What follows belongs to an exercise in optimizing a design on an open flow for small area, a short achievable clock period and few clock cycles; a production flow would make more cautious choices.
RTL that was checked went through simulation tests only; none was proved equivalent to the original.
No functional check of the RTL was part of runs 2 and 3.
Power and IR drop assume default switching activity.

==> flow/run.sh <==
#!/bin/bash
# synth_recipe.tcl (not shown) runs the flow's synth.tcl, then flattens the netlist and writes it again
# the make line also repeats each setting of config.mk as NAME=value (left out here)
make -C /OpenROAD-flow-scripts/flow DESIGN_CONFIG=/design/flow/config.mk WORK_HOME=/design/flow/orfs CLKGATE_MAP_FILE= SYNTH_SCRIPT=/design/flow/synth_recipe.tcl finish
==> flow/constraint.sdc <==
create_clock -name core_clock -period 6.0 [get_ports {clk}]
set_input_delay 1.2000 -clock core_clock [delete_from_list [all_inputs] [get_ports {clk}]]
set_output_delay 1.2000 -clock core_clock [all_outputs]
set_load 0.01 [all_outputs]
==> flow/config.mk <==
export PLATFORM = sky130hd
export DESIGN_NAME = p256_mod_add
export DESIGN_NICKNAME = p256_mod_add
export VERILOG_FILES = /design/flow/design.v
export SDC_FILE = /design/flow/constraint.sdc
export NUM_CORES = 4
export LEC_CHECK = 0
export CAP_MARGIN = 20
export CORE_MARGIN = 2
export CORE_UTILIZATION = 40
export SLEW_MARGIN = 20
==> flow/design.v <==
package p256_pkg;
    localparam logic [255:0] P_256 =
        256'hffffffff00000001000000000000000000000000ffffffffffffffffffffffff;
    localparam logic [255:0] K_256 =
        256'h00000000fffffffeffffffffffffffffffffffff000000000000000000000001;
endpackage
module WordAdd3 (
    input  logic [31:0] x,
    input  logic [31:0] y,
    input  logic [31:0] z,
    input  logic        cx,
    input  logic        cy,
    output logic [31:0] sum,
    output logic        ox,
    output logic        oy
);
    logic [31:0] s, c;
    assign s = x ^ y ^ z;
    assign c = (x & y) | (x & z) | (y & z);
    assign {oy, sum} = {1'b0, s} + {1'b0, c[30:0], cx} + {32'd0, cy};
    assign ox = c[31];
endmodule
module p256_mod_add #(
    parameter int RD_LAT = 3
) (
    input  logic        clk,
    input  logic        rst_n,
    input  logic        ena,
    input  logic [31:0] a_din,
    input  logic [31:0] b_din,
    output logic        rdy,
    output logic [2:0]  a_addr,
    output logic [2:0]  b_addr,
    output logic [2:0]  d_addr,
    output logic        d_wren,
    output logic [31:0] d_dout
);
    logic [3:0]  k_q;
    logic        r_q, f_q, cx_q, cy_q;
    logic        first, word0, kmid, kmid0, last;
    logic        cx_in, cy_in, ox, oy, co;
    logic [31:0] kw, sum;
    assign first = k_q == 4'd2;
    assign word0 = k_q == 4'd3;
    assign last  = k_q == 4'd10;
    assign kmid  = k_q >= 4'd6 && k_q <= 4'd9;
    assign kmid0 = k_q >= 4'd6 && k_q <= 4'd8;
    assign kw    = {{31{r_q & kmid}}, r_q & kmid0};
    assign cx_in = first | (word0 ? r_q : cx_q);
    assign cy_in = first | (cy_q & ~word0);
    WordAdd3 u_add (
        .x(a_din), .y(b_din), .z(kw), .cx(cx_in), .cy(cy_in),
        .sum(sum), .ox(ox), .oy(oy)
    );
    assign co = ox | oy;
    assign a_addr = k_q[2:0];
    assign b_addr = k_q[2:0];
    assign d_addr = {~k_q[2], k_q[1:0]};
    assign d_wren = k_q >= 4'd4 && k_q <= 4'd11;
    assign rdy    = k_q == 4'd12;
    always_ff @(posedge clk or negedge rst_n) begin
        if (!rst_n) begin
            k_q  <= 4'd15;
            r_q  <= 1'b0;
            f_q  <= 1'b0;
            cx_q <= 1'b0;
            cy_q <= 1'b0;
        end else if (ena) begin
            cx_q <= ox;
            cy_q <= oy;
            if (first) r_q <= co & ~f_q;
            if (last && r_q && !co) begin
                k_q <= 4'd15;
                f_q <= 1'b1;
            end else if (k_q != 4'd12) begin
                k_q <= k_q + 4'd1;
            end
        end
    end
    always_ff @(posedge clk) begin
        if (ena) d_dout <= sum;
    end
endmodule
==> impl_metrics.yaml, run 1 <==
setup_path:
  slowest_stage: "inv_1"
  cp-start-kind: "flop"
  crit_top_cell: "inv_1"
  cp_top_family: "compound AO/OA/AOI/OAI gates"
  critical_path_arrival_ns: 5.40
  critPathKind: "flop to flop"
  worst_path_largest_cell_delay_ns: 0.65
  path_cells: "inv_1, ha_1, o21ai_0, a21boi_0, and2_1, inv_1, buf_4, fa_1, inv_1, ha_1, a21oi_1, nor2b_1, o31a_1, a311oi_2, a21boi_1, or4_1, nand3_1"
  cp_max_fo: 15
  end_kind: "flop"
  required_ns: 6.17
  path_buf_inv: 4
logic_synthesis:
  async_flop_share_pct: 20.00
  synth_adder_area_share_pct: 26.63
  yosysSeqAreaShare_pct: 26.29
  synth.cell_area_mm2: 0.004436
  synth_compound_area_share_pct: 19.10
  synth_edf_count: 32
  syn-num-nets: 630
  synth_xor_area_share_pct: 5.134
  synth_cell_type_count: 61
  yosys.area_share.simple_pct: 9.986
  syn_inst: 489
  synth_top_family_by_area: "adder cells"
  synth_seq_cells: 40
  muxShareOfSynthArea_pct: 0.5924
  avgSynthCellArea_um2: 9.071
  synthesis.yosys.warnings: 1
  synthFlopType: "edfxtp_1"
clocking:
  cts_max_level: 2
  clock_latency_ns: 0.30
  tritoncts: "done"
  postCtsSetupRepairBufs: 0
  cts_max_path_buffers: 2
  cts_made_buffers: 5
  cts_hold_buf: 0
  clkTransAtPathRegs_ns: 0.09
  post_cts_resized: 0
  cts.root.buffer_cell: "clkbuf_8"
  cts_sinks: 40
global_route:
  antenna_found_initial: 0
  grt_max_degree: 38
  grt-ovfl-total: 0
  grt_util_all_layers_pct: 16.74
  grt_pass1_wl_um: 15960
  grt_pass1_vias: 3620
placed_design:
  placed_cell_area_mm2: 0.005625
  place.gp.congestion: 0.8343
  port-buffer-count: 109
  dpl.hpwl_um: 8010
finish:
  nNetsFinal: 733
  design_area_mm2: 0.005709
  drive_above_1_share_pct: 4.722
  syn_to_final_growth_pct: 28.72
  layout_commonest_cell: "inv_1"
  final_cell_mix: "inv_1 (122), clkdlybuf4s50_1 (108), ha_1 (40), fa_1 (34)"
  antennaDiodeCount: 0
timing:
  post-route-period-util_pct: 87.14
  fmax_mhz: 191.3
  fin_setup_tns_ns: 0
  relSlewSlack_pct: 44.27
  hold_viol_final: 0
  tightestPinTransition_ns: 0.8350
  rsz0062_at_grt: "false"
  fin_crit_ns: 5.228
  drv_slew: 0
  skew_ns: 0.01154
  setup_violations: 0
power:
  seq_power_share_pct: 23.1
  power_frac_clock_pct: 7.0
  p_int_w: 0.001469
  p_leak_nw: 2.742
  p_sw_share_pct: 42.78
  power.switching_w: 0.001098
  power_density_mw_per_mm2: 449.8
  power_frac_comb_pct: 69.9
  ir_drop_v: 0.0001509
detailed_routing:
  drc: 0
  drt-pass1-iter-count: 5
  vias: 3668
  drt_iter0_markers: 130
  wl_per_cell_um: 13.28
  routed_wirelength_um: 9737
  ant_nets: 0
  viasPerCell: 5.004
flow_run:
  max-cap-violations: 0
die:
  io_pins: 110
  initial_core_util_pct: 40.92
  die-area_mm2: 0.01195
  coreArea_mm2: 0.01084
  die_height_um: 109.3
  rows: 38
  die-width_um: 109.3
outcome:
  status: "complete, no violations"
hold_path:
  min-delay-path-class: "flop to flop"
## sequential cells by signal (all words and copies together) (netlist names)
name	flops
cy_q	1
r_q	1
d_dout	32
cx_q	1
k_q	4
f_q	1
## synthesized netlist by cell type (2+ instances only)
master	number	area [um2]
a21o_1	13	97.59
nand3_1	8	40.04
o21a_1	3	22.52
nor2b_1	7	43.79
xnor2_1	18	157.7
dfrtp_1	4	100.1
a22o_1	2	17.52
a21boi_0	3	22.52
o2111a_1	2	22.52
o21ai_0	24	120.1
buf_4	8	60.06
nand4_1	4	25.02
and3_1	3	18.77
inv_1	122	457.9
dfstp_2	4	105.1
or2_2	2	12.51
fa_1	34	680.7
o211ai_1	5	37.54
a21oi_1	32	160.2
nor3_1	8	40.04
nand2_1	23	86.33
nand2b_1	2	12.51
a211o_1	4	35.03
xor2_1	8	70.07
or3_1	2	12.51
nor2_1	21	78.83
o22a_1	3	26.28
o31ai_1	3	22.52
edfxtp_1	32	960.9
or4_1	2	15.01
a31oi_1	2	12.51
and2_1	4	25.02
a211oi_1	4	30.03
clkbuf_1	6	22.52
o31a_1	2	17.52
ha_1	40	500.5
## power by group through the flow
stage / logic (W) / registers, W / clock network, W
2_1_floorplan: 0.00115 / 0.000650 / 0
3_3_place_gp: 0.00177 / 0.000596 / 0
3_5_place_dp: 0.00180 / 0.000602 / 0
4_1_cts: 0.00181 / 0.000596 / 0.000186
5_1_grt: 0.00200 / 0.000611 / 0.000192
6_report: 0.00180 / 0.000594 / 0.000179
## per-stage QoR
step                      cells  power [W]  util, %  setup WS [ns]  hold slack (ns)
final                       733   0.002568    52.67         0.7718           0.4910
after global routing        733   0.002807    52.67         0.3996           0.5252
after CTS                   733   0.002588    52.67         0.7724           0.4999
after detailed placement    725   0.002398    51.89         0.7744           0.4802
after global placement      725   0.002371    51.89         0.8766           0.4671
after floorplan             489   0.001805        -          1.151           0.4439
## worst reg2reg max path, delay by kind of cell, from the launching register on
family | cells | cell delay [ns]
compound gates | 6 | 1.33
simple gates | 4 | 0.93
buf+inv | 4 | 1.20
flops | 1 | 0.62
fa+ha+maj | 3 | 1.02
## worst paths after layout
kind / startpoint / end / slack [ns] / cells after the start
min in group asynchronous: rst_n / f_q / 1.16 / 1
max: k_q[0] / d_dout[25] / 0.77 / 17
max reg2reg: k_q[0] / d_dout[25] / 0.77 / 17
max in group asynchronous: rst_n / k_q[1] / 4.53 / 1
min: f_q / f_q / 0.49 / 1
min reg2reg: f_q / f_q / 0.49 / 1
## cell families (layout without fill, tap and decap cells)
logic type | count (synthesis) | in the layout
AOI/OAI and AO/OA | 120 | 120
adders and majority gates | 74 | 74
DFF | 40 | 40
and+or+nand+nor | 90 | 90
muxes | 2 | 2
xor gates and xnor gates | 26 | 26
buffers and inverters | 137 | 241
## cell type report
class	count	area, um2
Fill cell	1041	5131
Multi-Input combinational cell	312	2725
Sequential cell	40	1166
Timing Repair Buffer	111	1101
Inverter	122	457.9
Tap cell	140	175.2
Clock buffer	6	72.57
Clock inverter	2	11.26
## layer usage
| metal | routed length [um] | up-vias | GRT usage (%) |
|---|---|---|---|
| li1 | - | 1822 | - |
| met3 | 477 | 7 | 1.956 |
| met5 | 0 | - | 0 |
| met4 | 96 | 0 | 4.069 |
| met2 | 4718 | 88 | 30.04 |
| met1 | 4445 | 1751 | 21.53 |
Testbench counts, summed over its fixed seeds: cycles 4,480.
==> inputs of run 2 (changes only) <==
--- a/flow/design.v
+++ b/flow/design.v
@@ -35,19 +35,14 @@
     output logic        d_wren,
     output logic [31:0] d_dout
 );
-    logic [3:0]  k_q;
-    logic        r_q, f_q, cx_q, cy_q;
-    logic        first, word0, kmid, kmid0, last;
+    logic [3:0]  k_q, k_d;
+    logic        r_q, f_q, cx_q, cy_q, r_d, f_d;
+    logic        first_q, word0_q, last_q, m_q, m0_q;
     logic        cx_in, cy_in, ox, oy, co;
     logic [31:0] kw, sum;
-    assign first = k_q == 4'd2;
-    assign word0 = k_q == 4'd3;
-    assign last  = k_q == 4'd10;
-    assign kmid  = k_q >= 4'd6 && k_q <= 4'd9;
-    assign kmid0 = k_q >= 4'd6 && k_q <= 4'd8;
-    assign kw    = {{31{r_q & kmid}}, r_q & kmid0};
-    assign cx_in = first | (word0 ? r_q : cx_q);
-    assign cy_in = first | (cy_q & ~word0);
+    assign kw = {{31{m_q}}, m0_q};
+    assign cx_in = first_q | (word0_q ? r_q : cx_q);
+    assign cy_in = first_q | (cy_q & ~word0_q);
     WordAdd3 u_add (
         .x(a_din), .y(b_din), .z(kw), .cx(cx_in), .cy(cy_in),
         .sum(sum), .ox(ox), .oy(oy)
@@ -58,23 +53,41 @@
     assign d_addr = {~k_q[2], k_q[1:0]};
     assign d_wren = k_q >= 4'd4 && k_q <= 4'd11;
     assign rdy    = k_q == 4'd12;
+    always_comb begin
+        k_d = k_q;
+        r_d = r_q;
+        f_d = f_q;
+        if (first_q) r_d = co & ~f_q;
+        if (last_q && r_q && !co) begin
+            k_d = 4'd15;
+            f_d = 1'b1;
+        end else if (k_q != 4'd12) begin
+            k_d = k_q + 4'd1;
+        end
+    end
     always_ff @(posedge clk or negedge rst_n) begin
         if (!rst_n) begin
-            k_q  <= 4'd15;
-            r_q  <= 1'b0;
-            f_q  <= 1'b0;
-            cx_q <= 1'b0;
-            cy_q <= 1'b0;
+            k_q     <= 4'd15;
+            r_q     <= 1'b0;
+            f_q     <= 1'b0;
+            cx_q    <= 1'b0;
+            cy_q    <= 1'b0;
+            first_q <= 1'b0;
+            word0_q <= 1'b0;
+            last_q  <= 1'b0;
+            m_q     <= 1'b0;
+            m0_q    <= 1'b0;
         end else if (ena) begin
-            cx_q <= ox;
-            cy_q <= oy;
-            if (first) r_q <= co & ~f_q;
-            if (last && r_q && !co) begin
-                k_q <= 4'd15;
-                f_q <= 1'b1;
-            end else if (k_q != 4'd12) begin
-                k_q <= k_q + 4'd1;
-            end
+            k_q     <= k_d;
+            r_q     <= r_d;
+            f_q     <= f_d;
+            cx_q    <= ox;
+            cy_q    <= oy;
+            first_q <= k_d == 4'd2;
+            word0_q <= k_d == 4'd3;
+            last_q  <= k_d == 4'd10;
+            m_q     <= r_d && k_d >= 4'd6 && k_d <= 4'd9;
+            m0_q    <= r_d && k_d >= 4'd6 && k_d <= 4'd8;
         end
     end
     always_ff @(posedge clk) begin
--- a/flow/config.mk
+++ b/flow/config.mk
@@ -8,4 +8,5 @@
 export CAP_MARGIN = 20
 export CORE_MARGIN = 2
 export CORE_UTILIZATION = 40
+export SETUP_SLACK_MARGIN = 3.0
 export SLEW_MARGIN = 20
==> run 2 against run 1 <==
  * Sequential cell count increased by 5
  * Die area fell by 11%
  * Register-to-register slack gained 1.5 ns
  * First-iteration DRC count rose by 5.4%
  * Routed wire length is 7.1% higher
  * Critical path type is now input port to flop
  * Largest power group unchanged
==> impl_metrics.yaml, run 2 <==
clocking:
  cts_max_path_buffers: 2
  cts_made_buffers: 5
  clock_latency_ns: 0.31
  cts_max_level: 2
  tritoncts: "done"
  cts_sinks: 45
  cts_hold_buf: 0
  clkTransAtPathRegs_ns: 0.10
  cts.root.buffer_cell: "clkbuf_8"
setup_path:
  cp_top_family: "compound AO/OA/AOI/OAI gates"
  cp-startpoint: "a_din[0]"
  slowest_stage: "fa_1"
  cp-start-kind: "input port"
  path_cells: "buf_6, fa_1, fa_2, fa_2, a21o_1, a221oi_2, o21a_2, buf_6, o21ai_4, o41a_1, a21oi_1, nor2b_1, a21oi_1, xnor2_1"
  path_buf_inv: 2
  rr_startpoint: "m_q"
  cp_max_fo: 3
  required_ns: 6.07
  worst_path_largest_cell_delay_ns: 0.49
  ff2ff_setup_slack_ns: 2.27
  critPathKind: "input port to flop"
  critical_path_arrival_ns: 4.27
  end_kind: "flop"
die:
  initial_core_util_pct: 40.79
  io_pins: 110
  die-width_um: 103.4
  die_height_um: 103.4
  rows: 36
  coreArea_mm2: 0.009684
  die-area_mm2: 0.01069
global_route:
  grt_pass1_wl_um: 16460
  grt-ovfl-total: 0
  antenna_found_initial: 0
  grt_pass1_vias: 3554
  grt_util_all_layers_pct: 19.48
  grt_max_degree: 45
timing:
  setup_violations: 0
  hold_viol_final: 0
  rsz0062_at_grt: "true"
  post-route-period-util_pct: 69.97
  fmax_mhz: 238.2
  relSlewSlack_pct: 60.39
  tightestPinTransition_ns: 0.5923
  skew_ns: 0.01058
  drv_slew: 0
  final.setup.worst_slack_ns: 1.802
  fin_setup_tns_ns: 0
  fin_crit_ns: 4.198
finish:
  drive_above_1_share_pct: 30.71
  layoutNonFillerInstCount: 667
  layout_commonest_cell: "clkdlybuf4s50_1"
  regArea_mm2: 0.001295
  final_cell_mix: "clkdlybuf4s50_1 (62), buf_4 (44), edfxtp_1 (32), dlygate4sd2_1 (30), fa_1 (26)"
  syn_to_final_growth_pct: 60.60
  antennaDiodeCount: 0
  multi_input_area_mm2: 0.003042
  largest_register: "d_dout"
  largest_reg_flops: 32
  top_regs: "d_dout: 32 flops, k_q: 4 flops"
  fillerInstances: 753
  nNetsFinal: 668
logic_synthesis:
  synth_top_area_share_pct: 24.33
  synth_edf_count: 32
  synth_commonest_cells: "fa_1 (34), ha_1 (34), edfxtp_1 (32)"
  async_flop_share_pct: 28.89
  yosysSeqAreaShare_pct: 32.69
  synth_area_leaders: "edfxtp_1 (24%), fa_1 (17%), ha_1 (11%)"
  synth_cell_type_count: 53
  synthFlopType: "edfxtp_1"
  syn-num-nets: 499
  synth_seq_cells: 45
  synth_top_area_cell: "edfxtp_1"
  synthesis.yosys.warnings: 1
  avgSynthCellArea_um2: 10.85
  syn_inst: 364
  synth.cell_area_mm2: 0.003950
outcome:
  status: "complete, no violations"
power:
  p_total_w: 0.002658
  ir_drop_v: 0.0001992
  p_leak_nw: 2.729
  power_density_mw_per_mm2: 419.0
detailed_routing:
  vias: 3463
  drt-pass1-iter-count: 4
  viasPerCell: 5.192
  drt_iter0_markers: 137
  routed_wirelength_um: 10430
  wl_per_cell_um: 15.64
  drc: 0
  ant_nets: 0
hold_path:
  worstHoldStart: "cx_q"
  min-delay-path-class: "flop to flop"
placed_design:
  port-buffer-count: 109
  placedCellCount: 596
  place.gp.congestion: 0.7961
  dpl.hpwl_um: 6904
  dp_slack_ns: 0.9603
flow_run:
  max-cap-violations: 0
run 2: changes by cell type in the layout (fill, tap and decap cells not counted), moves of 7 or more:
cell             previous run  this run
o21ai_0                    24         5
dlygate4sd2_1               0        30
a21oi_1                    32        21
nor3_1                      8         1
ha_4                        0        21
buf_6                       0        20
fa_2                        0         8
buf_4                       2        44
dlymetal6s2s_1              0         8
inv_1                     122        21
fa_1                       34        26
clkdlybuf4s50_1           108        62
ha_1                       40        13
run 2: cells by family (layout without fill, tap and decap cells):
group	Yosys count	count (layout)	synth area share (%)
compound gates	103	103	17.96
flops	45	45	32.69
simple gates	79	79	10.10
fa+ha+maj	68	68	28.00
xor+xnor	31	31	6.874
buf+inv	38	208	4.371
run 2: worst register-to-register path, stage by stage (launching register included):
cell and delay (ns):
dfrtp_4 0.63, inv_1 0.23, fa_1 0.54, inv_2 0.05, ha_4 0.22, a21o_1 0.22
a221oi_2 0.31, o21a_2 0.24, buf_6 0.13, o21ai_4 0.05, o41a_1 0.40, a21oi_1 0.14
nor2b_1 0.08, a21oi_1 0.17, xnor2_1 0.08
run 2: stage by stage:
step	hold slack [ns]	cell area, um2	util [%]
after CTS	0.4943	6096	62.95
after floorplan	0.4422	4035	-
final	0.4894	6344	65.50
after global placement	0.4599	5223	53.93
after detailed placement	0.4713	5223	53.93
after global routing	0.5316	6344	65.50
run 2: final timing paths:
check                             end  cells past startpoint
max reg2reg                d_dout[20]                     14
max in group asynchronous         m_q                      1
min                              cx_q                      2
max                        d_dout[20]                     14
min in group asynchronous     first_q                      1
min reg2reg                      cx_q                      2
run 2: routing by layer:
| layer | track usage [%] | vias to the layer above | wire length [um] |
|---|---|---|---|
| li1 | - | 1638 | - |
| met1 | 24.98 | 1703 | 4521 |
| met2 | 34.00 | 112 | 5332 |
| met3 | 3.427 | 10 | 471 |
| met4 | 5.162 | 0 | 108 |
| met5 | 0 | - | 0 |
run 2: report_power, final:
part           total [W]  switching (W)  internal, W  leakage, nW
logic            0.00182       0.000813      0.00101         2.21
clock network   0.000206       0.000122    0.0000848       0.0491
registers       0.000630      0.0000806     0.000549        0.473
run 2: area by class of cell:
type	instances	share of cell area (%)
clock buffers	5	1.085
multi-input cells	281	47.95
repair buffers	173	25.96
inverters	27	1.598
flip-flops and latches	45	20.41
well taps	133	2.623
clock inverters	3	0.3748
run 2: repair_timing:
action / in CTS / in global routing
setup buffers: 49 / 14
cloned: 0 / 0
gates resized for setup: 136 / 27
pin swaps: 65 / 40
endpoints found under the setup margin: 42 / 40
endpoints found under the hold margin: 0 / 0
==> inputs of run 3 (changes only) <==
--- a/flow/config.mk
+++ b/flow/config.mk
@@ -5,8 +5,9 @@
 export SDC_FILE = /design/flow/constraint.sdc
 export NUM_CORES = 4
 export LEC_CHECK = 0
+export ABC_CLOCK_PERIOD_IN_PS = 2500
 export CAP_MARGIN = 20
 export CORE_MARGIN = 2
 export CORE_UTILIZATION = 40
-export SETUP_SLACK_MARGIN = 3.0
+export SETUP_SLACK_MARGIN = 3.5
 export SLEW_MARGIN = 20
==> run 3 against run 2 <==
  * Sequential cell count unchanged
  * Cell count rose by 0.90%
  * Setup slack got worse by 0.059 ns
  * Non-clock buffer count rose by 6
  * Critical path depth did not move
  * Synthesized cell count did not move
  * First-iteration DRC count decreased by 13%
  * Critical endpoint unchanged
  * Largest cell class unchanged
==> impl_metrics.yaml, run 3 <==
outcome:
  status: "complete, no violations"
detailed_routing:
  vias: 3428
  drc: 0
  drt-pass1-iter-count: 6
  drt_iter0_markers: 119
  viasPerCell: 5.094
  wl_per_cell_um: 15.91
  ant_nets: 0
  routed_wirelength_um: 10710
power:
  power_density_mw_per_mm2: 431.4
  ir_drop_v: 0.0001500
  p_total_w: 0.002745
  p_leak_nw: 2.704
hold_path:
  min-delay-path-class: "flop to flop"
die:
  io_pins: 110
  rows: 36
  die_height_um: 103.4
  initial_core_util_pct: 40.79
  die-width_um: 103.4
  coreArea_mm2: 0.009684
  die-area_mm2: 0.01069
logic_synthesis:
  syn-num-nets: 499
  synth_area_leaders: "edfxtp_1 (24%), fa_1 (17%), ha_1 (11%)"
  syn_inst: 364
  synth_top_area_cell: "edfxtp_1"
  synth_edf_count: 32
  synth_top_area_share_pct: 24.33
  async_flop_share_pct: 28.89
  synthesis.yosys.warnings: 1
  synth_commonest_cells: "fa_1 (34), ha_1 (34), edfxtp_1 (32)"
  avgSynthCellArea_um2: 10.85
  synth_seq_cells: 45
  yosysSeqAreaShare_pct: 32.69
  synth.cell_area_mm2: 0.003950
  synthFlopType: "edfxtp_1"
  synth_cell_type_count: 53
finish:
  final_cell_mix: "clkdlybuf4s50_1 (66), buf_4 (42), edfxtp_1 (32), buf_6 (32), fa_1 (29)"
  drive_above_1_share_pct: 33.52
  fillerInstances: 774
  top_regs: "d_dout: 32 flops, k_q: 4 flops"
  syn_to_final_growth_pct: 61.07
  nNetsFinal: 674
  layout_commonest_cell: "clkdlybuf4s50_1"
  largest_register: "d_dout"
  largest_reg_flops: 32
  antennaDiodeCount: 0
timing:
  drv_slew: 0
  rsz0062_at_grt: "true"
  hold_ws_ns: 0.5013
  fmax_mhz: 234.9
  tightestPinTransition_ns: 0.6145
  fin_crit_ns: 4.257
  skew_ns: 0.005255
  relSlewSlack_pct: 58.90
  fin_setup_tns_ns: 0
  post-route-period-util_pct: 70.95
  hold_viol_final: 0
  setup_violations: 0
placed_design:
  port-buffer-count: 109
  dpl.hpwl_um: 7065
  place.gp.congestion: 0.7803
setup_path:
  end_kind: "flop"
  critical_path_arrival_ns: 4.32
  critPathKind: "input port to flop"
  cp_max_fo: 3
  cp-start-kind: "input port"
  required_ns: 6.06
clocking:
  cts_sinks: 45
  clkTransAtPathRegs_ns: 0.09
  cts_hold_buf: 0
  clock_latency_ns: 0.30
  cts.root.buffer_cell: "clkbuf_8"
  cts_max_level: 2
  cts_made_buffers: 5
  tritoncts: "done"
  cts_max_path_buffers: 2
global_route:
  grt_max_degree: 45
  antenna_found_initial: 0
  grt_util_all_layers_pct: 20.44
  grt_pass1_vias: 3617
  grt_pass1_wl_um: 17070
  grt-ovfl-total: 0
flow_run:
  max-cap-violations: 0
-- run 3: timing repair --
| action | 4_1_cts | 5_1_grt |
|---|---|---|
| gates resized for setup | 170 | 30 |
| pin swaps | 68 | 29 |
| setup buffers | 59 | 9 |
| gates cloned | 0 | 0 |
| endpoints found under the setup margin | 55 | 51 |
-- run 3: worst max-delay path, cell delays in order --
cell,delay [ns]
buf_6,0.09
fa_1,0.49
fa_2,0.38
fa_2,0.40
a21o_1,0.21
a221oi_2,0.30
o21a_2,0.26
buf_6,0.13
o21ai_4,0.05
o41a_1,0.33
a21oi_1,0.15
nor2b_1,0.07
a21oi_1,0.15
xnor2_1,0.09
-- run 3: final cells by class --
class / count / area (um2) / share of cell area, %
Tap cell: 133 / 166.4 / 2.616
Multi-Input combinational cell: 281 / 3054 / 48.00
Sequential cell: 45 / 1295 / 20.35
Clock buffer: 6 / 76.32 / 1.200
Timing Repair Buffer: 179 / 1654 / 26.00
Inverter: 27 / 103.9 / 1.632
Clock inverter: 2 / 12.51 / 0.1967
-- run 3: metrics by stage --
| stage | area, um2 | setup slack (ns) | std cells | util [%] |
|---|---|---|---|---|
| after floorplan | 4035 | 1.699 | 364 | - |
| after global placement | 5230 | 0.9943 | 597 | 54.01 |
| after detailed placement | 5230 | 0.9589 | 597 | 54.01 |
| after CTS | 6180 | 1.719 | 664 | 63.81 |
| after global routing | 6362 | 1.658 | 673 | 65.70 |
| final | 6362 | 1.743 | 673 | 65.70 |
-- run 3: cells by family (layout without fill, tap and decap cells) --
logic type	after synthesis	after routing	share of synthesized area, %
flip-flops	45	45	32.69
XOR/XNOR	31	31	6.874
AO/OA/AOI/OAI	103	103	17.96
buffers and inverters	38	214	4.371
adder cells (fa/ha/maj)	68	68	28.00
AND/OR/NAND/NOR	79	79	10.10
-- run 3: report_power, final --
group	leakage (nW)	switching, W	internal [W]	total (W)
Sequential	0.473	0.0000840	0.000549	0.000633
Combinational	2.18	0.000855	0.00105	0.00191
Clock	0.0495	0.000116	0.0000877	0.000203
Total	2.70	0.00106	0.00169	0.00274
-- run 3: path summary, 6_finish.rpt --
| check | from | end | slack, ns | depth (start not counted) |
|---|---|---|---|---|
| setup reg to reg | m_q | d_dout[20] | 2.14 | 13 |
| hold reg to reg | cx_q | cx_q | 0.50 | 2 |
| hold / removal | cx_q | cx_q | 0.50 | 2 |
| setup / recovery | a_din[0] | d_dout[20] | 1.74 | 14 |
| min in group asynchronous | rst_n | word0_q | 1.27 | 1 |
| max in group asynchronous | rst_n | m_q | 4.28 | 1 |
-- run 3: per-layer routing --
layer	track usage [%]	part of all wire, %	vias to the layer above
met3	2.487	3.5	13
met4	5.263	1.2	0
met2	36.18	51	95
li1	-	-	1653
met5	0	0	-
met1	26.56	44	1667
==> inputs of run 4 (changes only) <==
==> flow/design.v (replaced) <==
package p256_pkg;
    localparam logic [255:0] P_256 =
        256'hffffffff00000001000000000000000000000000ffffffffffffffffffffffff;
    localparam logic [255:0] K_256 =
        256'h00000000fffffffeffffffffffffffffffffffff000000000000000000000001;
endpackage
module WordAdd3 (
    input  logic [31:0] x,
    input  logic [31:0] y,
    input  logic [31:0] z,
    output logic [31:0] sum,
    output logic        ox,
    output logic        oy
);
    logic [31:0] s, c;
    assign s = x ^ y ^ z;
    assign c = (x & y) | (x & z) | (y & z);
    PrefixAdd #(.W(32)) u_pa (
        .x(s), .y({c[30:0], 1'b0}), .sum(sum), .cout(oy)
    );
    assign ox = c[31];
endmodule
module PrefixAdd #(parameter int W = 32) (
    input  logic [W-1:0] x,
    input  logic [W-1:0] y,
    output logic [W-1:0] sum,
    output logic         cout
);
    localparam int L = $clog2(W);
    logic [W-1:0] g [L+1];
    logic [W-1:0] p [L+1];
    assign g[0] = x & y;
    assign p[0] = x ^ y;
    for (genvar l = 0; l < L; l++) begin : g_lvl
        for (genvar i = 0; i < W; i++) begin : g_bit
            if (i >= (1 << l)) begin : g_comb
                assign g[l+1][i] = g[l][i] | (p[l][i] & g[l][i - (1 << l)]);
                assign p[l+1][i] = p[l][i] & p[l][i - (1 << l)];
            end else begin : g_pass
                assign g[l+1][i] = g[l][i];
                assign p[l+1][i] = p[l][i];
            end
        end
    end
    assign sum  = p[0] ^ {g[L][W-2:0], 1'b0};
    assign cout = g[L][W-1];
endmodule
module p256_mod_add #(
    parameter int RD_LAT = 3
) (
    input  logic        clk,
    input  logic        rst_n,
    input  logic        ena,
    input  logic [31:0] a_din,
    input  logic [31:0] b_din,
    output logic        rdy,
    output logic [2:0]  a_addr,
    output logic [2:0]  b_addr,
    output logic [2:0]  d_addr,
    output logic        d_wren,
    output logic [31:0] d_dout
);
    logic [3:0]  k_q, k_d;
    logic        r_q, f_q, bad_q, r_d;
    logic        first_q, last_q;
    logic        first_d, word0_d, m_d, m0_d;
    logic        zh_q, z1_q, z0_q, zc_q;
    logic [3:0]  zn0, zn1;
    logic        ox, oy, co;
    logic [31:0] z, sum;
    function automatic logic [3:0] zctl(input logic [1:0] n, input logic rr, input logic fst,
                                        input logic w0, input logic m, input logic m0);
        logic [1:0] ci, v;
        ci = fst ? 2'd2 : w0 ? {1'b0, rr} : n;
        v  = ci + {1'b0, m0};
        zctl = {m & ~v[1], m ^ v[1], v[0], m & v[1]};
    endfunction
    assign z = {{30{zh_q}}, z1_q, z0_q};
    WordAdd3 u_add (
        .x(a_din), .y(b_din), .z(z),
        .sum(sum), .ox(ox), .oy(oy)
    );
    assign co = ox | oy | zc_q;
    assign a_addr = k_q[2:0];
    assign b_addr = k_q[2:0];
    assign d_addr = {~k_q[2], k_q[1:0]};
    assign d_wren = k_q >= 4'd4 && k_q <= 4'd11;
    assign rdy    = k_q == 4'd12;
    always_comb begin
        k_d = k_q;
        r_d = r_q;
        if (first_q) r_d = co & ~f_q;
        if (bad_q) begin
            k_d = 4'd15;
        end else if (k_q != 4'd12) begin
            k_d = k_q + 4'd1;
        end
        first_d = k_d == 4'd2;
        word0_d = k_d == 4'd3;
        m_d     = r_q && k_d >= 4'd6 && k_d <= 4'd9;
        m0_d    = r_q && k_d >= 4'd6 && k_d <= 4'd8;
        zn0 = zctl(2'({1'b0, ox} + {1'b0, zc_q}), (ox | zc_q) & ~f_q,
                   first_d, word0_d, m_d, m0_d);
        zn1 = zctl(2'({1'b0, ox} + {1'b0, zc_q} + 2'd1), ~f_q,
                   first_d, word0_d, m_d, m0_d);
    end
    always_ff @(posedge clk or negedge rst_n) begin
        if (!rst_n) begin
            k_q     <= 4'd15;
            r_q     <= 1'b0;
            f_q     <= 1'b0;
            bad_q   <= 1'b0;
            first_q <= 1'b0;
            last_q  <= 1'b0;
            {zh_q, z1_q, z0_q, zc_q} <= 4'd0;
        end else if (ena) begin
            k_q     <= k_d;
            r_q     <= r_d;
            if (bad_q) f_q <= 1'b1;
            bad_q   <= last_q & r_q & ~co;
            first_q <= first_d;
            last_q  <= k_d == 4'd10;
            {zh_q, z1_q, z0_q, zc_q} <= oy ? zn1 : zn0;
        end
    end
    always_ff @(posedge clk) begin
        if (ena) d_dout <= sum;
    end
endmodule
--- a/flow/config.mk
+++ b/flow/config.mk
@@ -5,9 +5,8 @@
 export SDC_FILE = /design/flow/constraint.sdc
 export NUM_CORES = 4
 export LEC_CHECK = 0
-export ABC_CLOCK_PERIOD_IN_PS = 2500
 export CAP_MARGIN = 20
 export CORE_MARGIN = 2
 export CORE_UTILIZATION = 40
-export SETUP_SLACK_MARGIN = 3.5
+export SETUP_SLACK_MARGIN = 3.0
 export SLEW_MARGIN = 20
==> run 4 against run 3 <==
  * Still clean
  * Hold slack better by 0.016 ns
  * Critical path depth is 1 lower
  * Routed wire length up 3.0%
  * Synthesized cell count increased by 9.3%
  * Combinational power increased by 41%
  * Sequential power increased by 4.6%
  * First-iteration DRC count increased by 18%
  * Setup slack improved by 0.19 ns
  * Critical path type unchanged
  * Critical endpoint is now d_dout[29]
  * Largest cell class unchanged
  * Largest power group unchanged
==> impl_metrics.yaml, run 4 <==
logic_synthesis:
  syn-num-nets: 537
  synth_adder_area_share_pct: 27.70
  synth_compound_area_share_pct: 17.71
  synth_top_area_cell: "edfxtp_1"
  async_flop_share_pct: 28.89
  synth_top_area_share_pct: 23.17
  synth_xor_area_share_pct: 6.126
  synth_area_leaders: "edfxtp_1 (23%), fa_1 (16%), ha_1 (12%)"
  synth_cell_type_count: 57
  avgSynthCellArea_um2: 10.42
  yosys.area_share.simple_pct: 12.25
  synthesis.yosys.warnings: 4
  yosysSeqAreaShare_pct: 31.14
  syn_inst: 398
  synth_commonest_cells: "ha_1 (39), fa_1 (33), a21oi_1 (32), edfxtp_1 (32), nor2_1 (28)"
  synth.most_common_cell: "ha_1"
  synth_seq_cells: 45
  synth_edf_count: 32
  synth_top_family_by_area: "adder cells"
  synth.cell_area_mm2: 0.004146
  muxShareOfSynthArea_pct: 1.056
  synthFlopType: "edfxtp_1"
finish:
  largest_reg_flops: 32
  final_core_util_pct: 65.17
  nNetsFinal: 701
  final_cell_mix: "clkdlybuf4s50_1 (59), buf_4 (56), dlygate4sd2_1 (36), edfxtp_1 (32), fa_1 (27)"
  top_regs: "d_dout: 32 flops, k_q: 4 flops"
  antennaDiodeCount: 0
  layout_commonest_cell: "clkdlybuf4s50_1"
  drive_above_1_share_pct: 34.10
  largest_register: "d_dout"
  syn_to_final_growth_pct: 60.08
die:
  die-width_um: 105.8
  initial_core_util_pct: 40.71
  die-area_mm2: 0.01120
  die_height_um: 105.8
  coreArea_mm2: 0.01018
  rows: 37
  io_pins: 110
global_route:
  grt_pass1_vias: 3896
  grt-ovfl-total: 0
  grt_pass1_wl_um: 18400
  grt_util_all_layers_pct: 20.34
  grt_max_degree: 55
  antenna_found_initial: 0
placed_design:
  port-buffer-count: 109
  dp_slack_ns: 1.177
  dpl.hpwl_um: 7432
  place.gp.congestion: 0.8516
hold_path:
  worstHoldStart: "f_q"
  whs_endpoint: "r_q"
  min-delay-path-class: "flop to flop"
  holdPathStages: 1
clocking:
  cts_sinks: 45
  cts_max_path_buffers: 2
  cts_made_buffers: 5
  cts.root.buffer_cell: "clkbuf_8"
  cts_max_level: 2
  clock_latency_ns: 0.32
  tritoncts: "done"
  clkTransAtPathRegs_ns: 0.10
timing:
  drv_slew: 0
  fin_crit_ns: 4.071
  rsz0062_at_grt: "true"
  fin_setup_tns_ns: 0
  tightestPinTransition_ns: 0.6762
  post-route-period-util_pct: 67.85
  relSlewSlack_pct: 54.92
  setup_violations: 0
  final.setup.worst_slack_ns: 1.929
  skew_ns: 0.01110
  hold_viol_final: 0
  fmax_mhz: 245.7
  hold_ws_ns: 0.5178
setup_path:
  worst_path_largest_cell_delay_ns: 0.58
  required_ns: 6.15
  r2r-end: "d_dout[29]"
  critical_path_arrival_ns: 4.22
  end_kind: "flop"
  critPathKind: "input port to flop"
  ff2ff_setup_slack_ns: 2.24
  reg2reg_depth: 11
  path_buf_inv: 2
  slowest_stage: "fa_1"
  cp_top_family: "compound AO/OA/AOI/OAI gates"
  cp-start-kind: "input port"
  rr_startpoint: "zh_q"
  path_cells: "buf_6, fa_1, ha_4, inv_2, fa_2, and2b_1, o211ai_1, a2111oi_4, or3b_1, nand3_2, o21a_1, o31a_1, a221oi_2"
  cp_max_fo: 3
detailed_routing:
  routed_wirelength_um: 11030
  vias: 3725
  drc: 0
  viasPerCell: 5.329
  drt_iter0_markers: 140
  wl_per_cell_um: 15.79
  drt-pass1-iter-count: 4
  ant_nets: 0
flow_run:
  max-cap-violations: 0
outcome:
  status: "complete, no violations"
power:
  ir_drop_v: 0.0002496
  power_density_mw_per_mm2: 535.0
  p_leak_nw: 2.702
==> run 4: changes by cell type after synthesis, moves of 6 or more <==
cell / before / now
nor2_1: 19 / 28
nand3_1: 4 / 16
nor3_1: 2 / 8
o21ai_1: 8 / 1
o21ai_0: 8 / 21
==> run 4: where the power goes <==
group | switching (W) | internal, W | leakage (nW) | total (W)
sequential | 0.0000935 | 0.000569 | 0.476 | 0.000662
clock | 0.000118 | 0.0000831 | 0.0461 | 0.000201
combinational | 0.00128 | 0.00140 | 2.18 | 0.00269
total | 0.00150 | 0.00206 | 2.70 | 0.00355
==> run 4: how the worst max path moves through the flow <==
stage	from	slack [ns]	cells past startpoint	end
floorplan	a_din[1]	1.89	12	d_dout[29]
global placement	a_din[0]	1.22	15	d_dout[29]
detailed placement	a_din[0]	1.18	15	d_dout[29]
CTS	b_din[1]	2.00	13	d_dout[29]
global route	b_din[1]	1.78	13	d_dout[29]
finish	b_din[1]	1.93	13	d_dout[29]
==> run 4: what timing repair did <==
item                       4_1_cts  5_1_grt
gates resized for setup        175       25
pin swaps                       93       23
setup endpoints to repair       33       32
setup buffers                   53        9
hold buffers                     0        0
==> run 4: cells by family (layout without fill, tap and decap cells) <==
group / after synthesis / in the layout
buffers and inverters: 36 / 201
adder cells (fa/ha/maj): 72 / 72
AO/OA/AOI/OAI: 110 / 110
AND/OR/NAND/NOR: 102 / 102
flip-flops: 45 / 45
multiplexers: 4 / 4
XOR/XNOR: 29 / 29
==> run 4: worst reg2reg max path, delay by kind of cell, from the launching register on <==
family	cells	cell delay [ns]
and+or+nand+nor	3	0.50
AOI/OAI and AO/OA	5	1.31
adders and majority gates	2	1.00
DFF	1	0.72
buffers and inverters	1	0.06
==> run 4: layer usage <==
layer / up-vias / share of wire [%] / global-route usage [%]
li1: 1773 / - / -
met1: 1829 / 41 / 25.42
met2: 105 / 52 / 36.08
met3: 18 / 4.7 / 3.340
met4: 0 / 2.1 / 6.015
met5: - / 0 / 0
==> run 4: area by class of cell <==
cell class | instances | area, um2
clock buffers | 6 | 72.57
clock inverters | 2 | 12.51
fillers | 839 | 3547
inverters | 21 | 78.83
multi-input cells | 317 | 3488
flip-flops and latches | 45 | 1295
well taps | 136 | 170.2
repair buffers | 172 | 1520
==> run 4: through the flow <==
stage          power, W  cells  cell area [um2]
4_1_cts        0.003400    690             6464
5_1_grt        0.003820    699             6638
2_1_floorplan  0.002037    398             4388
3_3_place_gp   0.002612    629             5558
3_5_place_dp   0.002629    629             5558
6_report       0.003551    699             6638
Testbench counts of run 4, summed over its fixed seeds: cycles 4,480.
==> inputs of run 5 (changes only) <==
--- a/flow/config.mk
+++ b/flow/config.mk
@@ -5,8 +5,9 @@
 export SDC_FILE = /design/flow/constraint.sdc
 export NUM_CORES = 4
 export LEC_CHECK = 0
+export ABC_CLOCK_PERIOD_IN_PS = 2000
 export CAP_MARGIN = 20
 export CORE_MARGIN = 2
 export CORE_UTILIZATION = 40
-export SETUP_SLACK_MARGIN = 3.0
+export SETUP_SLACK_MARGIN = 4.0
 export SLEW_MARGIN = 20
==> run 5 against run 4 <==
  * Via count is essentially flat
  * Synthesized cell count is the same
  * Sequential cell count is the same
  * First-iteration DRC count shrank 4.3%
  * Sequential share of layout area shrank 0.14 points
  * Critical path type unchanged
==> impl_metrics.yaml, run 5 <==
die:
  io_pins: 110
  die-width_um: 105.8
  rows: 37
  initial_core_util_pct: 40.71
  die-area_mm2: 0.01120
  die_height_um: 105.8
  coreArea_mm2: 0.01018
finish:
  regArea_mm2: 0.001295
  nNetsFinal: 717
  layout_commonest_cell: "buf_4"
  multi_input_area_mm2: 0.003528
  fillerInstances: 830
  top_regs: "d_dout: 32 flops, k_q: 4 flops"
  layoutNonFillerInstCount: 715
  final_cell_mix: "buf_4 (65), buf_2 (40), edfxtp_1 (32), ha_4 (28), buf_6 (28)"
  syn_to_final_growth_pct: 61.26
  largest_reg_flops: 32
  final_core_util_pct: 65.65
  antennaDiodeCount: 0
  drive_above_1_share_pct: 48.19
  largest_register: "d_dout"
placed_design:
  dpl.hpwl_um: 7412
  port-buffer-count: 109
  place.gp.congestion: 0.8129
  placedCellCount: 629
  dp_slack_ns: 1.098
global_route:
  grt_max_degree: 55
  grt_pass1_vias: 3832
  grt_util_all_layers_pct: 19.79
  grt-ovfl-total: 0
  grt_pass1_wl_um: 17910
  antenna_found_initial: 0
timing:
  fin_setup_tns_ns: 0
  fmax_mhz: 247.4
  drv_slew: 0
  hold_viol_final: 0
  post-route-period-util_pct: 67.37
  rsz0062_at_grt: "true"
  hold_ws_ns: 0.5189
  final.setup.worst_slack_ns: 1.958
  setup_violations: 0
  tightestPinTransition_ns: 0.6472
  skew_ns: 0.002990
  fin_crit_ns: 4.042
  relSlewSlack_pct: 56.72
power:
  p_int_w: 0.002094
  power.switching_w: 0.001536
  seq_power_share_pct: 18.5
  p_sw_share_pct: 42.30
  power_frac_comb_pct: 75.3
  power_frac_clock_pct: 6.2
  p_leak_nw: 2.798
  ir_drop_v: 0.0002387
  power_density_mw_per_mm2: 542.9
detailed_routing:
  ant_nets: 0
  route.met2.wl_um: 5911
  m1WireLength_um: 4895
  route.met3.wl_um: 475
  drt_iter0_markers: 134
  drc: 0
  vias: 3726
  viasPerCell: 5.211
  drt-pass1-iter-count: 4
  wl_per_cell_um: 15.88
  routed_wirelength_um: 11360
  top_layer_used: "met4"
logic_synthesis:
  synth_edf_count: 32
  synth.cell_area_mm2: 0.004146
  synth_top_area_share_pct: 23.17
  synth_area_leaders: "edfxtp_1 (23%), fa_1 (16%), ha_1 (12%)"
  avgSynthCellArea_um2: 10.42
  synth.most_common_cell: "ha_1"
  async_flop_share_pct: 28.89
  synth_seq_cells: 45
  synth_top_area_cell: "edfxtp_1"
  synth_cell_type_count: 57
  syn-num-nets: 537
  syn_inst: 398
  synthesis.yosys.warnings: 4
  yosysSeqAreaShare_pct: 31.14
  synth_commonest_cells: "ha_1 (39), fa_1 (33), a21oi_1 (32), edfxtp_1 (32), nor2_1 (28)"
  synthFlopType: "edfxtp_1"
setup_path:
  crit_top_cell: "fa_2"
  path_buf_inv: 2
  slowest_stage: "fa_2"
  ff2ff_setup_slack_ns: 2.27
  cp_top_family: "compound AO/OA/AOI/OAI gates"
  required_ns: 6.14
  cp-start-kind: "input port"
  critPathKind: "input port to flop"
  path_cells: "buf_6, fa_2, ha_4, inv_2, fa_2, and2b_1, o211ai_1, a2111oi_4, or3b_1, nand3_2, o21a_1, o31a_1, a221oi_2"
  end_kind: "flop"
  reg2reg_depth: 11
  cp.depth: 13
  cp_max_fo: 2
  worst_path_largest_cell_delay_ns: 0.60
  critical_path_arrival_ns: 4.18
hold_path:
  min-delay-path-class: "flop to flop"
  holdPathStages: 1
clocking:
  clkTransAtPathRegs_ns: 0.09
  cts_max_path_buffers: 2
  cts_hold_buf: 0
  cts_sinks: 45
  cts_made_buffers: 5
  cts_max_level: 2
  clock_latency_ns: 0.30
  cts.root.buffer_cell: "clkbuf_8"
  tritoncts: "done"
outcome:
  status: "complete, no violations"
flow_run:
  max-cap-violations: 0
[run 5: cell types whose count changed in the layout (fill, tap and decap cells not counted), sizes merged]
cell / previous run / this run
inv: 23 / 21
clkbuf: 7 / 14
clkdlybuf4s15: 5 / 13
clkinv: 0 / 1
buf: 70 / 133
dlygate4sd2: 36 / 18
clkdlybuf4s50: 59 / 16
[run 5: final timing paths]
check / startpoint / endpoint
setup reg to reg: zh_q / d_dout[29]
setup / recovery: a_din[1] / d_dout[29]
hold / removal: first_q / first_q
hold reg to reg: first_q / first_q
min in group asynchronous: rst_n / z0_q
max in group asynchronous: rst_n / zh_q
[run 5: routing by layer]
| metal | vias to the layer above | global-route usage, % |
|---|---|---|
| met2 | 109 | 35.48 |
| met4 | 0 | 4.605 |
| li1 | 1802 | - |
| met1 | 1809 | 25.59 |
| met5 | - | 0 |
| met3 | 6 | 2.226 |
[run 5: cell families after synthesis]
logic type               count (synthesis)  share of synthesized area [%]
AO/OA/AOI/OAI                          110                          17.71
buffers and inverters                   36                          4.013
flip-flops                              45                          31.14
multiplexers                             4                          1.056
adder cells (fa/ha/maj)                 72                          27.70
XOR/XNOR                                29                          6.125
AND/OR/NAND/NOR                        102                          12.25
[run 5: repair_timing]
| item | CTS | global route |
|---|---|---|
| pin swaps | 83 | 36 |
| gates cloned | 0 | 0 |
| setup endpoints to repair | 83 | 81 |
| resized for setup | 367 | 66 |
| setup buffers | 59 | 19 |
[run 5: layout make-up]
cell class	count	area share, %
clock buffers	7	1.460
clock inverters	1	0.1310
inverters	21	1.291
multi-input cells	317	52.77
flip-flops and latches	45	19.37
well taps	136	2.545
repair buffers	188	22.44
[run 5: metrics by stage]
| stage | cell area (um2) | power, W |
|---|---|---|
| 5_1_grt | 6686 | 0.003890 |
| 3_5_place_dp | 5593 | 0.002651 |
| 3_3_place_gp | 5593 | 0.002638 |
| 2_1_floorplan | 4433 | 0.002064 |
| 6_report | 6686 | 0.003630 |
| 4_1_cts | 6344 | 0.003331 |
[run 5: power groups by stage]
| stage | sequential (W) | combinational (W) | clock [W] |
|---|---|---|---|
| floorplan | 0.000718 | 0.00135 | 0 |
| global placement | 0.000691 | 0.00195 | 0 |
| detailed placement | 0.000688 | 0.00196 | 0 |
| CTS | 0.000671 | 0.00244 | 0.000224 |
| global route | 0.000691 | 0.00296 | 0.000239 |
| finish | 0.000672 | 0.00273 | 0.000223 |
==> inputs of run 6 (changes only) <==
==> flow/design.v (replaced) <==
package p256_pkg;
    localparam logic [255:0] P_256 =
        256'hffffffff00000001000000000000000000000000ffffffffffffffffffffffff;
    localparam logic [255:0] K_256 =
        256'h00000000fffffffeffffffffffffffffffffffff000000000000000000000001;
endpackage
module WordSplitAdd (
    input  logic [31:0] x,
    input  logic [31:0] y,
    input  logic [31:0] z,
    input  logic        y0,       
    output logic [31:0] s0,       
    output logic        gl,       
    output logic        gh,       
    output logic        c31       
);
    logic [31:0] s, c, w;
    assign s = x ^ y ^ z;
    assign c = (x & y) | (x & z) | (y & z);
    assign w = {c[30:0], y0};
    assign {gl, s0[15:0]}  = {1'b0, s[15:0]} + {1'b0, w[15:0]};
    assign {gh, s0[31:16]} = {1'b0, s[31:16]} + {1'b0, w[31:16]};
    assign c31 = c[31];
endmodule
module WordFinish (
    input  logic [31:0] s0,
    input  logic        gl,
    input  logic        gh,
    input  logic        cin,
    output logic [31:0] sum,
    output logic        cout
);
    logic ch;
    assign ch = gl | (cin & (&s0[15:0]));
    assign sum[15:0]  = s0[15:0] + {15'd0, cin};
    assign sum[31:16] = s0[31:16] + {15'd0, ch};
    assign cout = gh | (ch & (&s0[31:16]));
endmodule
module p256_mod_add #(
    parameter int RD_LAT = 3
) (
    input  logic        clk,
    input  logic        rst_n,
    input  logic        ena,
    input  logic [31:0] a_din,
    input  logic [31:0] b_din,
    output logic        rdy,
    output logic [2:0]  a_addr,
    output logic [2:0]  b_addr,
    output logic [2:0]  d_addr,
    output logic        d_wren,
    output logic [31:0] d_dout
);
    logic [3:0]  k_q, k_d;
    logic        r_q, f_q, cin_q;
    logic        bad;
    logic        first_q, word0_q, m_q, m0_q;
    logic [31:0] s0_q, s0;
    logic        gl_q, gh_q, c31_q, gl, gh, c31;
    logic        co;
    logic [31:0] z;
    assign z = {{30{m_q}}, m_q | first_q, m0_q};
    WordSplitAdd u_split (
        .x(a_din), .y(b_din), .z(z), .y0(c31_q & ~first_q & ~word0_q),
        .s0(s0), .gl(gl), .gh(gh), .c31(c31)
    );
    WordFinish u_fin (
        .s0(s0_q), .gl(gl_q), .gh(gh_q), .cin(cin_q),
        .sum(d_dout), .cout(co)
    );
    assign a_addr = k_q[2:0];
    assign b_addr = k_q[2:0];
    assign d_addr = {~k_q[2], k_q[1:0]};
    assign d_wren = k_q >= 4'd4 && k_q <= 4'd11;
    assign rdy    = k_q == 4'd12;
    assign bad = k_q == 4'd11 && r_q && !(co || c31_q);
    always_comb begin
        k_d = k_q;
        if (bad) begin
            k_d = 4'd15;
        end else if (k_q != 4'd12) begin
            k_d = k_q + 4'd1;
        end
    end
    always_ff @(posedge clk or negedge rst_n) begin
        if (!rst_n) begin
            k_q     <= 4'd15;
            r_q     <= 1'b0;
            f_q     <= 1'b0;
            cin_q   <= 1'b0;
            first_q <= 1'b0;
            word0_q <= 1'b0;
            m_q     <= 1'b0;
            m0_q    <= 1'b0;
        end else if (ena) begin
            k_q <= k_d;
            if (bad) f_q <= 1'b1;
            if (k_q == 4'd3) begin
                r_q   <= (co | c31_q) & ~f_q;
                cin_q <= (co | c31_q) & ~f_q;
            end else begin
                cin_q <= co & (k_q != 4'd2);
            end
            first_q <= k_d == 4'd2;
            word0_q <= k_d == 4'd3;
            m_q     <= r_q && k_d >= 4'd6 && k_d <= 4'd9;
            m0_q    <= r_q && k_d >= 4'd6 && k_d <= 4'd8;
        end
    end
    always_ff @(posedge clk) begin
        if (ena) begin
            s0_q  <= s0;
            gl_q  <= gl;
            gh_q  <= gh;
            c31_q <= c31;
        end
    end
endmodule
--- a/flow/config.mk
+++ b/flow/config.mk
@@ -5,9 +5,8 @@
 export SDC_FILE = /design/flow/constraint.sdc
 export NUM_CORES = 4
 export LEC_CHECK = 0
-export ABC_CLOCK_PERIOD_IN_PS = 2000
 export CAP_MARGIN = 20
 export CORE_MARGIN = 2
 export CORE_UTILIZATION = 40
-export SETUP_SLACK_MARGIN = 4.0
+export SETUP_SLACK_MARGIN = 3.5
 export SLEW_MARGIN = 20
==> run 6 against run 5 <==
  * Still clean on timing, DRC and antenna
  * Die area grew 9.8%
  * Clock-buffer cell count shrank 1
  * Sequential power grew 11%
  * Synthesized cell count grew 13%
  * Register-to-register slack gained 0.51 ns
  * Setup slack gained 0.46 ns
  * Fmax grew 13%
  * Highest routed layer unchanged
==> impl_metrics.yaml, run 6 <==
logic_synthesis:
  muxShareOfSynthArea_pct: 0.4381
  synthesis.yosys.warnings: 1
  synth_edf_count: 35
  yosys.area_share.simple_pct: 15.55
  synth_xor_area_share_pct: 10.73
  avgSynthCellArea_um2: 10.15
  synth_adder_area_share_pct: 26.40
  syn-num-nets: 593
  synth.most_common_cell: "ha_1"
  synth_seq_cells: 46
  synth_top_area_share_pct: 23.00
  synth_area_leaders: "edfxtp_1 (23%), fa_1 (15%), ha_1 (12%)"
  synth.cell_area_mm2: 0.004569
  synth_cell_type_count: 64
  synthFlopType: "edfxtp_1"
  synth_top_family_by_area: "adder cells"
  yosysSeqAreaShare_pct: 29.13
  synth_top_area_cell: "edfxtp_1"
  synth_compound_area_share_pct: 13.25
  async_flop_share_pct: 23.91
  synth_commonest_cells: "ha_1 (42), xnor2_1 (37), edfxtp_1 (35)"
  syn_inst: 450
timing:
  hold_ws_ns: 0.5132
  skew_ns: 0.004082
  relSlewSlack_pct: 59.70
  setup_violations: 0
  fin_crit_ns: 3.584
  drv_slew: 0
  hold_viol_final: 0
  fin_setup_tns_ns: 0
  fmax_mhz: 279.0
  rsz0062_at_grt: "true"
  tightestPinTransition_ns: 0.6045
  post-route-period-util_pct: 59.74
  final.setup.worst_slack_ns: 2.416
die:
  coreArea_mm2: 0.01127
  io_pins: 110
  die-width_um: 110.9
  die-area_mm2: 0.01229
  rows: 39
  initial_core_util_pct: 40.54
  die_height_um: 110.9
detailed_routing:
  drt-pass1-iter-count: 4
  routed_wirelength_um: 13280
  ant_nets: 0
  route.met3.wl_um: 540
  wl_per_cell_um: 16.43
  vias: 4263
  m1WireLength_um: 5063
  drc: 0
  viasPerCell: 5.276
  drt_iter0_markers: 177
  route.met2.wl_um: 7559
  top_layer_used: "met4"
global_route:
  grt_pass1_vias: 4304
  grt_util_all_layers_pct: 20.05
  antenna_found_initial: 0
  grt_max_degree: 50
  grt_pass1_wl_um: 20310
  grt-ovfl-total: 0
setup_path:
  required_ns: 4.80
  cp-start-kind: "flop"
  cp_max_fo: 3
  critPathKind: "flop to output pin"
  end_kind: "output pin"
  critical_path_arrival_ns: 2.38
hold_path:
  min-delay-path-class: "flop to flop"
clocking:
  cts_max_path_buffers: 2
  cts_sinks: 46
  clkTransAtPathRegs_ns: 0.06
  cts_made_buffers: 5
  cts.root.buffer_cell: "clkbuf_16"
  tritoncts: "done"
  cts_max_level: 2
  clock_latency_ns: 0.28
placed_design:
  placedCellCount: 691
  place.gp.congestion: 0.8587
  dp_slack_ns: 1.657
  port-buffer-count: 109
  dpl.hpwl_um: 8386
finish:
  fillerInstances: 814
  layout_commonest_cell: "buf_4"
  layoutNonFillerInstCount: 808
  largest_reg_flops: 32
  top_regs: "s0_q: 32 flops, k_q: 4 flops"
  final_cell_mix: "buf_4 (79), buf_6 (50), buf_2 (37), ha_4 (36), edfxtp_1 (35)"
  largest_register: "s0_q"
  nNetsFinal: 807
  syn_to_final_growth_pct: 72.48
  antennaDiodeCount: 0
  drive_above_1_share_pct: 56.84
flow_run:
  max-cap-violations: 0
outcome:
  status: "complete, no violations"
power:
  ir_drop_v: 0.0002925
  p_leak_nw: 3.363
  power_density_mw_per_mm2: 556.6
==> run 6: cell types whose count changed in the layout (fill, tap and decap cells not counted), sizes merged, moves of 8 or more <==
| cell | change |
|---|---|
| buf | +34 |
| clkdlybuf4s50 | -12 |
| inv | +10 |
| nand2 | +10 |
| nand4 | +9 |
| o21ai | -13 |
| or3 | +8 |
| xnor2 | +15 |
| xor2 | +12 |
==> run 6: logic make-up after synthesis <==
| family | Yosys count |
|---|---|
| simple gates | 139 |
| mux | 2 |
| flops | 46 |
| fa+ha+maj | 76 |
| compound gates | 87 |
| buf+inv | 44 |
| xor+xnor | 56 |
==> run 6: layout make-up <==
cell class	count	area, um2	share of cell area, %
clock buffers	6	150.1	1.905
clock inverters	2	10.01	0.1270
inverters	31	133.9	1.699
multi-input cells	360	4267	54.14
flip-flops and latches	46	1334	16.92
well taps	143	178.9	2.270
repair buffers	220	1808	22.94
==> run 6: worst paths after layout <==
kind | slack, ns | start | cells after the start | to
setup / recovery | 2.42 | s0_q[5] | 10 | d_dout[29]
hold / removal | 0.51 | r_q | 2 | r_q
setup reg to reg | 2.78 | m_q | 13 | s0_q[9]
hold reg to reg | 0.51 | r_q | 2 | r_q
max in group asynchronous | 4.35 | rst_n | 1 | cin_q
min in group asynchronous | 1.27 | rst_n | 1 | m0_q
==> run 6: routing by layer <==
metal	GRT usage, %	vias to the layer above
met1	23.13	2089
met4	2.917	0
met3	2.679	14
met5	0	-
li1	-	2030
met2	39.84	130
==> run 6: report_power, final <==
part           total, W  internal [W]  switching, W
sequential     0.000749      0.000596      0.000153
clock          0.000295      0.000178      0.000117
combinational   0.00334       0.00181       0.00154
==> run 6: critical path, stage by stage (launching register included) <==
cell and delay, ns:
edfxtp_1 0.39, nand3_2 0.14, nor4_4 0.36, a21oi_4 0.11, inv_2 0.08, ha_4 0.16, nand2_4 0.06, or3_4 0.38
nor2_4 0.12, xor2_2 0.17, buf_2 0.16
==> run 6: repair_timing <==
action / CTS / global route
setup endpoints to repair: 75 / 67
pin swaps: 116 / 90
hold buffers: 0 / 0
buffers inserted: 77 / 32
endpoints found under the hold margin: 0 / 0
gates resized for setup: 372 / 130
==> run 6: through the flow <==
stage               util, %  cell area [um2]  total power [W]
floorplan                 -             4974         0.002239
global placement      54.60             6155         0.002867
detailed placement    54.60             6155         0.002909
CTS                   65.45             7377         0.003965
global route          69.92             7881         0.004676
finish                69.92             7881         0.004387
Testbench counts of run 6, summed over its fixed seeds: cycles 4,480.
==> inputs of run 7 (changes only) <==
==> flow/flow/run.sh (new file) <==
#!/bin/bash
# The standard layout, with the port buffers inserted as the smallest buffer
# (sky130_fd_sc_hd__buf_1) instead of the resizer's default pick; timing repair
# resizes them from there. Each step's full output stays in orfs/logs; make's own
# output goes to standard.log.
set -euo pipefail
export BUFFER_PORTS_ARGS="-buffer_cell sky130_fd_sc_hd__buf_1"
bash standard.sh > standard.log 2>&1
==> flow/standard.sh (new file) <==
#!/bin/bash
# synth_recipe.tcl (not shown) runs the flow's synth.tcl, then flattens the netlist and writes it again
# the make line also repeats each setting of config.mk as NAME=value (left out here)
make -C /OpenROAD-flow-scripts/flow DESIGN_CONFIG=/design/flow/config.mk WORK_HOME=/design/flow/orfs CLKGATE_MAP_FILE= SYNTH_SCRIPT=/design/flow/synth_recipe.tcl "${@:-finish}"
removed: flow/run.sh
==> run 7 against run 6 <==
  * Via count is 7.3% lower
  * Largest cell class unchanged
  * Hold slack worse by 0.0099 ns
  * Largest power group unchanged
  * Still clean
  * First-iteration DRC count is 1.7% higher
  * Final area is 14% lower
  * Global-route usage is 2.7 points lower
  * Area after synthesis stayed put
  * Core utilization is 9.7 points lower
  * Synthesized cell count stayed put
  * Setup slack worse by 0.018 ns
  * Sequential share of layout area is 2.7 points higher
==> impl_metrics.yaml, run 7 <==
die:
  rows: 39
  coreArea_mm2: 0.01127
  io_pins: 110
  initial_core_util_pct: 40.54
  die_height_um: 110.9
  die-width_um: 110.9
  die-area_mm2: 0.01229
hold_path:
  whs_endpoint: "r_q"
  min-delay-path-class: "flop to flop"
  holdPathStages: 2
  worstHoldStart: "r_q"
timing:
  fin_crit_ns: 3.602
  tightestPinTransition_ns: 0.5890
  setup_violations: 0
  fin_setup_tns_ns: 0
  skew_ns: 0.004882
  relSlewSlack_pct: 60.73
  hold_ws_ns: 0.5033
  post-route-period-util_pct: 60.03
  rsz0062_at_grt: "true"
  fmax_mhz: 277.6
  hold_viol_final: 0
  drv_slew: 0
global_route:
  grt_pass1_vias: 3897
  grt_max_degree: 50
  grt_pass1_wl_um: 17640
  antenna_found_initial: 0
  grt_util_all_layers_pct: 17.34
  grt-ovfl-total: 0
setup_path:
  required_ns: 4.80
  r2r-end: "s0_q[15]"
  critPathKind: "flop to output pin"
  end_kind: "output pin"
  critical_path_arrival_ns: 2.40
  ff2ff_setup_slack_ns: 2.55
  reg2reg_depth: 10
  cp_max_fo: 3
  cp-start-kind: "flop"
  rr_startpoint: "m_q"
logic_synthesis:
  synth_seq_cells: 46
  synth_top_area_share_pct: 23.00
  synthesis.yosys.warnings: 1
  syn_inst: 450
  syn-num-nets: 593
  synth_commonest_cells: "ha_1 (42), xnor2_1 (37), edfxtp_1 (35)"
  avgSynthCellArea_um2: 10.15
  async_flop_share_pct: 23.91
  synth.most_common_cell: "ha_1"
  synth_cell_type_count: 64
  synth.cell_area_mm2: 0.004569
  synthFlopType: "edfxtp_1"
  yosysSeqAreaShare_pct: 29.13
  synth_top_area_cell: "edfxtp_1"
  synth_edf_count: 35
  synth_area_leaders: "edfxtp_1 (23%), fa_1 (15%), ha_1 (12%)"
power:
  ir_drop_v: 0.0002589
  power_density_mw_per_mm2: 541.6
  p_leak_nw: 2.784
detailed_routing:
  wl_per_cell_um: 15.01
  drt_iter0_markers: 180
  drt-pass1-iter-count: 4
  drc: 0
  ant_nets: 0
  routed_wirelength_um: 11460
  vias: 3953
  viasPerCell: 5.174
finish:
  syn_to_final_growth_pct: 48.60
  fillerInstances: 923
  drive_above_1_share_pct: 40.42
  nNetsFinal: 763
  largest_register: "s0_q"
  top_regs: "s0_q: 32 flops, k_q: 4 flops"
  final_cell_mix: "buf_1 (76), buf_4 (47), edfxtp_1 (35), fa_1 (31)"
  layout_commonest_cell: "buf_1"
  antennaDiodeCount: 0
  largest_reg_flops: 32
clocking:
  cts.root.buffer_cell: "clkbuf_16"
  cts_made_buffers: 5
  cts_max_path_buffers: 2
  tritoncts: "done"
  clock_latency_ns: 0.28
  cts_sinks: 46
  clkTransAtPathRegs_ns: 0.06
  cts_max_level: 2
placed_design:
  place.gp.congestion: 0.8580
  dpl.hpwl_um: 8048
  port-buffer-count: 109
outcome:
  status: "complete, no violations"
flow_run:
  max-cap-violations: 0
[run 7: what timing repair did]
item | in CTS | in global routing
endpoints found under the setup margin | 65 | 65
gates resized for setup | 96 | 59
buffers inserted | 33 | 33
gates cloned | 0 | 0
hold buffers | 0 | 0
pin swaps | 41 | 49
[run 7: area by class of cell]
cell class              count  area, um2  area share, %
flip-flops and latches     46       1335          19.66
well taps                 143      178.9          2.635
multi-input cells         360       3914          57.64
repair buffers            176       1091          16.07
clock inverters             1      5.005        0.07371
clock buffers               7      142.6          2.101
inverters                  31      123.9          1.824
[run 7: cell families (layout without fill, tap and decap cells)]
logic type | Yosys count | after routing | synth area share, %
AND/OR/NAND/NOR | 139 | 139 | 15.55
AO/OA/AOI/OAI | 87 | 87 | 13.25
adder cells (fa/ha/maj) | 76 | 76 | 26.40
XOR/XNOR | 56 | 56 | 10.73
flip-flops | 46 | 46 | 29.13
buffers and inverters | 44 | 215 | 4.491
multiplexers | 2 | 2 | 0.4381
[run 7: worst max-delay path, stage by stage (launching register included)]
cell and delay (ns):
dfrtp_1 0.40, nand3_2 0.12, nor4_4 0.35, a21oi_4 0.11, inv_2 0.08, ha_4 0.15
nand2_4 0.05, or3_4 0.41, nor2_4 0.12, xor2_2 0.18, buf_2 0.16
[run 7: per-stage QoR]
stage	utilization, %	total power (W)	area (um2)	std cells	setup WS (ns)
6_report	60.24	0.003678	6790	764	2.398
5_1_grt	60.24	0.003942	6790	764	2.283
4_1_cts	55.72	0.003338	6281	731	2.332
3_5_place_dp	48.54	0.002646	5472	690	2.026
3_3_place_gp	48.54	0.002610	5472	690	2.068
2_1_floorplan	-	0.002239	4974	450	2.420
[run 7: worst max path at each step]
stage	start	to	slack, ns	cells after the start
after floorplan	b_din[1]	s0_q[15]	2.42	10
after global placement	b_din[1]	s0_q[15]	2.07	11
after detailed placement	b_din[1]	s0_q[15]	2.03	11
after CTS	s0_q[14]	d_dout[29]	2.33	10
after global routing	cin_q	d_dout[29]	2.28	10
final	cin_q	d_dout[29]	2.40	10
[run 7: per-layer routing]
metal / track usage (%) / vias up / wire, um
met5: 0 / - / 0
met4: 4.500 / 0 / 150
met3: 1.914 / 16 / 394
met2: 33.05 / 93 / 6266
met1: 20.65 / 1901 / 4652
li1: - / 1943 / -
[run 7: where the power goes]
part	switching (W)	internal, W	total (W)
Combinational	0.00127	0.00135	0.00263
Clock	0.000105	0.000165	0.000270
Sequential	0.000185	0.000597	0.000782

## separate check: timing with driven ports
The results above use ideal ports. As a check the final layouts listed here were re-extracted and re-timed, cells and wires unchanged.
Step 1, drivers: a clkbuf_16 drives clk and a buf_2 each remaining input, both assumed.
Step 2 adds t to the input delays and takes it off the output delays; t is the mean of the earliest and latest rising clock arrival at the registers after step 1. Input paths then give back, and output paths get back, about the clock's delay inside the block.
Slacks: ideal / step 1 / step 2; pairs: ideal / step 1.
run	t, ns	slack for setup (ns)	worst hold slack (ns)	clock arrival spread, ns	cell pins on the clock port's net
run 1	0.321	0.772 / 0.772 / 0.772	0.491 / 0.491 / 0.491	0.012 / 0.012	1
run 2	0.332	1.802 / 1.795 / 1.463	0.489 / 0.489 / 0.489	0.011 / 0.010	1
run 3	0.331	1.743 / 1.738 / 1.407	0.501 / 0.501 / 0.501	0.007 / 0.006	1
run 4	0.345	1.929 / 1.923 / 1.578	0.518 / 0.518 / 0.518	0.012 / 0.012	1
run 5	0.329	1.958 / 1.954 / 1.626	0.519 / 0.519 / 0.519	0.003 / 0.003	1
run 6	0.316	2.416 / 2.380 / 2.234	0.513 / 0.513 / 0.513	0.004 / 0.004	1
run 7	0.306	2.398 / 2.366 / 2.141	0.503 / 0.503 / 0.503	0.005 / 0.005	1
After both steps every run listed still meets setup and hold. The setup slack of run 4, which loses most, moves by -0.006 ns with the drivers and by -0.351 ns with both steps.
